This is an optimization exercise on Yosys and OpenROAD, whose aim is small area, not a production implementation. Function was checked by simulation only, so behaviour that the tests miss may differ from the original. No activity file was given, so power comes from the tool's default toggle rates.

==> flow/design.v <==
package dmem_pkg;
  localparam int WORD_BYTES = 4;
  localparam int ADDR_LSB   = 2;
  function automatic logic is_err(input logic [31:0] addr, input int unsigned depth);
    is_err = (addr[ADDR_LSB-1:0] != '0) || ({2'b00, addr[31:ADDR_LSB]} >= depth);
  endfunction
endpackage
module dmem_port_bit (
  input  logic clk,
  input  logic en,
  input  logic keep,
  input  logic d,
  input  logic prev,
  output logic q
);
  always_ff @(posedge clk) q <= (en & d) | (keep & prev);
endmodule
module dmem_aoi222 (
  input  logic a0, b0, a1, b1, a2, b2,
  output logic y
);
  assign y = ~((a0 & b0) | (a1 & b1) | (a2 & b2));
endmodule
module dmem_and2 (
  input  logic a, b,
  output logic y
);
  assign y = a & b;
endmodule
module dmem_inv (
  input  logic a,
  output logic y
);
  assign y = ~a;
endmodule
module dmem_nand2 (
  input  logic a, b,
  output logic y
);
  assign y = ~(a & b);
endmodule
module dmem_nand4 (
  input  logic a, b, c, d,
  output logic y
);
  assign y = ~(a & b & c & d);
endmodule
module dmem_nor2 (
  input  logic a, b,
  output logic y
);
  assign y = ~(a | b);
endmodule
module dmem_oai21 (
  input  logic a1, a2, b,
  output logic y
);
  assign y = ~((a1 | a2) & b);
endmodule
module dmem_or2 (
  input  logic a, b,
  output logic y
);
  assign y = a | b;
endmodule
module dmem_rd_col (
  input  logic [21:0] sel,
  input  logic [21:0] q,
  output logic        y
);
  logic [7:0] l1;    
  logic [1:0] l2;    
  for (genvar g = 0; g < 7; g++) begin : g_l1
    dmem_aoi222 u (.a0(sel[3*g]), .b0(q[3*g]), .a1(sel[3*g+1]), .b1(q[3*g+1]),
                   .a2(sel[3*g+2]), .b2(q[3*g+2]), .y(l1[g]));
  end
  dmem_nand2 u_l1 (.a(sel[21]), .b(q[21]), .y(l1[7]));
  for (genvar g = 0; g < 2; g++) begin : g_l2
    dmem_nand4 u (.a(l1[4*g]), .b(l1[4*g+1]), .c(l1[4*g+2]), .d(l1[4*g+3]), .y(l2[g]));
  end
  dmem_or2 u_l3 (.a(l2[0]), .b(l2[1]), .y(y));
endmodule
module dmem_word_array (
  input  logic        clk,
  input  logic        rst,
  input  logic [15:0] wr,
  input  logic [15:0] wr_n,      
  input  logic [3:0]  wbe,
  input  logic [3:0]  wbe_n,     
  input  logic [31:0] wdata,
  input  logic [21:0] rd_sel,
  output logic [31:0] rdata,
  output logic        rvalid
);
  logic [63:0][31:0] s;
  logic [63:0]       v;
  for (genvar p = 0; p < 64; p++) begin : g_pos
    localparam int PP = (p + 63) % 64;    
    if (p % 4 == 1) begin : g_port
      localparam int K = p / 4;
      logic nv, v_d;
      dmem_inv   u_nv (.a(v[PP]), .y(nv));
      dmem_nand2 u_vd (.a(nv), .b(wr_n[K]), .y(v_d));         
      always_ff @(posedge clk or negedge rst) begin
        if (!rst) v[p] <= 1'b0;
        else      v[p] <= v_d;
      end
      for (genvar b = 0; b < 4; b++) begin : g_byte
        logic en, keep;
        dmem_nor2  u_en   (.a(wr_n[K]), .b(wbe_n[b]), .y(en));             
        dmem_oai21 u_keep (.a1(wbe[b]), .a2(nv), .b(wr[K]), .y(keep));    
        for (genvar k = 0; k < 8; k++) begin : g_bit
          dmem_port_bit u_bit (.clk(clk), .en(en), .keep(keep), .d(wdata[8*b+k]),
                               .prev(s[PP][8*b+k]), .q(s[p][8*b+k]));
        end
      end
    end else begin : g_shift
      always_ff @(posedge clk or negedge rst) begin
        if (!rst) v[p] <= 1'b0;
        else      v[p] <= v[PP];
      end
      always_ff @(posedge clk) s[p] <= s[PP];
    end
  end
  logic [31:0][21:0] q_t;    
  logic [21:0]       v_t;
  for (genvar r = 0; r < 22; r++) begin : g_rp
    for (genvar j = 0; j < 32; j++) begin : g_t
      assign q_t[j][r] = s[3 * r][j];
    end
    assign v_t[r] = v[3 * r];
  end
  for (genvar j = 0; j < 32; j++) begin : g_col
    dmem_rd_col u_col (.sel(rd_sel), .q(q_t[j]), .y(rdata[j]));
  end
  dmem_rd_col u_vcol (.sel(rd_sel), .q(v_t), .y(rvalid));
endmodule
module dmem_responder
#(
  parameter int DEPTH_WORDS = 64
) (
  input  logic        clk,
  input  logic        rst,
  input  logic        req_valid,
  output logic        req_ready,
  input  logic        req_write,
  input  logic [31:0] req_addr,
  input  logic [31:0] req_wdata,
  input  logic [3:0]  req_be,
  output logic        rsp_valid,
  input  logic        rsp_ready,
  output logic [31:0] rsp_rdata,
  output logic        rsp_err
);
  logic [1:0] st;
  logic       idle, idle_n, req_err, store;
  logic [5:0] t, s;
  assign idle      = (st == 2'b00);
  assign idle_n    = !idle;
  assign req_ready = idle;
  assign rsp_valid = (st == 2'b10);
  assign req_err   = dmem_pkg::is_err(req_addr, DEPTH_WORDS);
  assign store     = idle && req_valid && req_write && !req_err;
  always_ff @(posedge clk or negedge rst) begin
    if (!rst) st <= 2'b00;
    else case (st)
      2'b00:   st <= req_valid ? 2'b01 : 2'b00;
      2'b01:   st <= 2'b11;
      2'b11:   st <= 2'b10;
      default: st <= rsp_ready ? 2'b00 : 2'b10;
    endcase
  end
  always_ff @(posedge clk or negedge rst) begin
    if (!rst) t <= '0;
    else      t <= t + 6'd1;
  end
  logic [5:0] cap_idx;
  logic [3:0] cap_be;
  logic       cap_ok;
  logic [11:0] cap_d, cap_q;
  assign cap_d = {req_addr[dmem_pkg::ADDR_LSB +: 6], req_be, !req_write && !req_err, req_err};
  assign {cap_idx, cap_be, cap_ok, rsp_err} = cap_q;
  for (genvar i = 0; i < 12; i++) begin : g_cap
    dmem_port_bit u_cap (.clk(clk), .en(idle), .keep(idle_n), .d(cap_d[i]), .prev(cap_q[i]), .q(cap_q[i]));
  end
  logic [5:0] base;
  assign base = idle ? req_addr[dmem_pkg::ADDR_LSB +: 6] : cap_idx;
  assign s    = base + t;
  logic pend, want, land;
  assign want = idle ? store : pend;
  assign land = want && s[1:0] == 2'b00;
  always_ff @(posedge clk or negedge rst) begin
    if (!rst) pend <= 1'b0;
    else      pend <= want && !land;
  end
  logic [15:0] wr, wr_n;
  always_comb
    for (int k = 0; k < 16; k++) begin
      wr[k]   = land && s[5:2] == 4'(k);
      wr_n[k] = !wr[k];
    end
  logic [31:0] wdata, rd;
  logic [3:0]  wbe;
  assign wdata = idle ? req_wdata : rd;
  assign wbe   = idle ? req_be : cap_be;
  logic        ok_now, rcap, rvalid, rd_ld, rd_en, rd_keep;
  logic [21:0] rd_sel;
  logic [31:0] rdata;
  always_comb
    for (int r = 0; r < 22; r++)
      rd_sel[r] = s == 6'(3 * r);
  assign ok_now = idle ? (!req_write && !req_err) : cap_ok;
  assign rcap   = (st != 2'b10) && ok_now && (|rd_sel);
  dmem_word_array u_mem (
    .clk    (clk),
    .rst    (rst),
    .wr     (wr),
    .wr_n   (wr_n),
    .wbe    (wbe),
    .wbe_n  (~wbe),
    .wdata  (wdata),
    .rd_sel (rd_sel),
    .rdata  (rdata),
    .rvalid (rvalid)
  );
  assign rd_ld   = idle && req_write;
  assign rd_en   = rcap && rvalid;
  assign rd_keep = !rd_ld && !rcap;
  for (genvar j = 0; j < 32; j++) begin : g_rd
    dmem_rd_bit u_rd (.clk(clk), .a(rd_ld), .d0(req_wdata[j]), .b(rd_en), .d1(rdata[j]),
                      .keep(rd_keep), .q(rd[j]));
    dmem_and2 u_out (.a(rd[j]), .b(cap_ok), .y(rsp_rdata[j]));
  end
endmodule
module dmem_rd_bit (
  input  logic clk,
  input  logic a,
  input  logic d0,
  input  logic b,
  input  logic d1,
  input  logic keep,
  output logic q
);
  always_ff @(posedge clk) q <= (a & d0) | (b & d1) | (keep & q);
endmodule
export LEC_CHECK = 0
export CAP_MARGIN = 20
export CORE_MARGIN = 2
export CORE_UTILIZATION = 50
export CTS_CLUSTER_DIAMETER = 100
export CTS_CLUSTER_SIZE = 32
export SLEW_MARGIN = 20
export SYNTH_HIERARCHICAL = 1
create_clock -name core_clock -period 8.0 [get_ports {clk}]
run.sh (not shown) runs the stock make flow with config.mk's settings and CLKGATE_MAP_FILE= SYNTH_SCRIPT=/design/flow/synth_recipe.tcl, a recipe that flattens the netlist after the stock synthesis.
Change:
--- a/flow/design.v
+++ b/flow/design.v
@@ -24,18 +24,12 @@
 module dmem_and2 (
   input  logic a, b,
   output logic y
 );
   assign y = a & b;
 endmodule
-module dmem_inv (
-  input  logic a,
-  output logic y
-);
-  assign y = ~a;
-endmodule
 module dmem_nand2 (
   input  logic a, b,
   output logic y
 );
   assign y = ~(a & b);
 endmodule
@@ -47,18 +41,12 @@
 endmodule
 module dmem_nor2 (
   input  logic a, b,
   output logic y
 );
   assign y = ~(a | b);
-endmodule
-module dmem_oai21 (
-  input  logic a1, a2, b,
-  output logic y
-);
-  assign y = ~((a1 | a2) & b);
 endmodule
 module dmem_or2 (
   input  logic a, b,
   output logic y
 );
   assign y = a | b;
@@ -79,64 +67,48 @@
     dmem_nand4 u (.a(l1[4*g]), .b(l1[4*g+1]), .c(l1[4*g+2]), .d(l1[4*g+3]), .y(l2[g]));
   end
   dmem_or2 u_l3 (.a(l2[0]), .b(l2[1]), .y(y));
 endmodule
 module dmem_word_array (
   input  logic        clk,
-  input  logic        rst,
   input  logic [15:0] wr,
   input  logic [15:0] wr_n,      
   input  logic [3:0]  wbe,
   input  logic [3:0]  wbe_n,     
+  input  logic        keep_n,    
   input  logic [31:0] wdata,
   input  logic [21:0] rd_sel,
-  output logic [31:0] rdata,
-  output logic        rvalid
+  output logic [31:0] rdata
 );
   logic [63:0][31:0] s;
-  logic [63:0]       v;
   for (genvar p = 0; p < 64; p++) begin : g_pos
     localparam int PP = (p + 63) % 64;    
     if (p % 4 == 1) begin : g_port
       localparam int K = p / 4;
-      logic nv, v_d;
-      dmem_inv   u_nv (.a(v[PP]), .y(nv));
-      dmem_nand2 u_vd (.a(nv), .b(wr_n[K]), .y(v_d));         
-      always_ff @(posedge clk or negedge rst) begin
-        if (!rst) v[p] <= 1'b0;
-        else      v[p] <= v_d;
-      end
       for (genvar b = 0; b < 4; b++) begin : g_byte
         logic en, keep;
-        dmem_nor2  u_en   (.a(wr_n[K]), .b(wbe_n[b]), .y(en));             
-        dmem_oai21 u_keep (.a1(wbe[b]), .a2(nv), .b(wr[K]), .y(keep));    
+        dmem_nor2 u_en   (.a(wr_n[K]), .b(wbe_n[b]), .y(en));      
+        dmem_nor2 u_keep (.a(en), .b(keep_n), .y(keep));          
         for (genvar k = 0; k < 8; k++) begin : g_bit
           dmem_port_bit u_bit (.clk(clk), .en(en), .keep(keep), .d(wdata[8*b+k]),
                                .prev(s[PP][8*b+k]), .q(s[p][8*b+k]));
         end
       end
     end else begin : g_shift
-      always_ff @(posedge clk or negedge rst) begin
-        if (!rst) v[p] <= 1'b0;
-        else      v[p] <= v[PP];
-      end
       always_ff @(posedge clk) s[p] <= s[PP];
     end
   end
   logic [31:0][21:0] q_t;    
-  logic [21:0]       v_t;
   for (genvar r = 0; r < 22; r++) begin : g_rp
     for (genvar j = 0; j < 32; j++) begin : g_t
       assign q_t[j][r] = s[3 * r][j];
     end
-    assign v_t[r] = v[3 * r];
   end
   for (genvar j = 0; j < 32; j++) begin : g_col
     dmem_rd_col u_col (.sel(rd_sel), .q(q_t[j]), .y(rdata[j]));
   end
-  dmem_rd_col u_vcol (.sel(rd_sel), .q(v_t), .y(rvalid));
 endmodule
 module dmem_responder
 #(
   parameter int DEPTH_WORDS = 64
 ) (
   input  logic        clk,
@@ -167,16 +139,23 @@
       2'b00:   st <= req_valid ? 2'b01 : 2'b00;
       2'b01:   st <= 2'b11;
       2'b11:   st <= 2'b10;
       default: st <= rsp_ready ? 2'b00 : 2'b10;
     endcase
   end
+  logic done, keep_all;
   always_ff @(posedge clk or negedge rst) begin
-    if (!rst) t <= '0;
-    else      t <= t + 6'd1;
-  end
+    if (!rst) begin
+      t    <= '0;
+      done <= 1'b0;
+    end else begin
+      t    <= t + 6'd1;
+      done <= done || t[2];
+    end
+  end
+  assign keep_all = done || t[2];
   logic [5:0] cap_idx;
   logic [3:0] cap_be;
   logic       cap_ok;
   logic [11:0] cap_d, cap_q;
   assign cap_d = {req_addr[dmem_pkg::ADDR_LSB +: 6], req_be, !req_write && !req_err, req_err};
   assign {cap_idx, cap_be, cap_ok, rsp_err} = cap_q;
@@ -201,30 +180,30 @@
     end
   logic [31:0] wdata, rd;
   logic [3:0]  wbe;
   assign wdata = idle ? req_wdata : rd;
   assign wbe   = idle ? req_be : cap_be;
   logic        ok_now, rcap, rvalid, rd_ld, rd_en, rd_keep;
+  assign rvalid = keep_all;
   logic [21:0] rd_sel;
   logic [31:0] rdata;
   always_comb
     for (int r = 0; r < 22; r++)
       rd_sel[r] = s == 6'(3 * r);
   assign ok_now = idle ? (!req_write && !req_err) : cap_ok;
   assign rcap   = (st != 2'b10) && ok_now && (|rd_sel);
   dmem_word_array u_mem (
     .clk    (clk),
-    .rst    (rst),
     .wr     (wr),
     .wr_n   (wr_n),
     .wbe    (wbe),
     .wbe_n  (~wbe),
+    .keep_n (!keep_all),
     .wdata  (wdata),
     .rd_sel (rd_sel),
-    .rdata  (rdata),
-    .rvalid (rvalid)
+    .rdata  (rdata)
   );
   assign rd_ld   = idle && req_write;
   assign rd_en   = rcap && rvalid;
   assign rd_keep = !rd_ld && !rcap;
   for (genvar j = 0; j < 32; j++) begin : g_rd
     dmem_rd_bit u_rd (.clk(clk), .a(rd_ld), .d0(req_wdata[j]), .b(rd_en), .d1(rdata[j]),
Outcome: The new run passed the timing, design-rule and antenna checks; die area goes down by a few percent; register-to-register slack is better by 0.67 ns; clock power goes down by a few percent; wire length goes down by a few percent; worst setup slack is better by 0.53 ns; power goes down by a few percent; clock-buffer cell count goes down by 6; global-route usage hardly moves; combinational power barely changes; clock skew goes down by 0.0040 ns.

[re-timing with driven ports]
The results above use ideal ports. As a check the final layouts listed here were re-extracted and re-timed, cells and wires unchanged. Step 1 (the two cells are an assumption about what drives the block):
set clk [get_ports {clk}]
set_driving_cell -lib_cell sky130_fd_sc_hd__clkbuf_16 $clk
set_driving_cell -lib_cell sky130_fd_sc_hd__buf_2 [delete_from_list [all_inputs] $clk]
Step 2 adds t to the input delays and takes it off the output delays; t is the mean of the earliest and latest rising clock arrival at the registers after step 1. Input paths then give back, and output paths get back, about the clock's delay inside the block. a / b / c = no drivers / after step 1 / after step 2; a / b = the first two.
| run | t, ns | setup slack, ns | latest minus earliest clock arrival (ns) | worst slew at a driven data input, ns |
|---|---|---|---|---|
| the first run | 0.748 | 1.838 / 1.889 / 1.141 | 0.031 / 0.031 | 0.05 |
| the second run | 0.743 | 2.370 / 2.415 / 1.672 | 0.034 / 0.034 | 0.05 |
After both steps setup and hold are still met in every run listed. For the second run, which loses most, drivers alone change the setup slack by +0.045 ns; drivers and shift together by -0.698 ns.
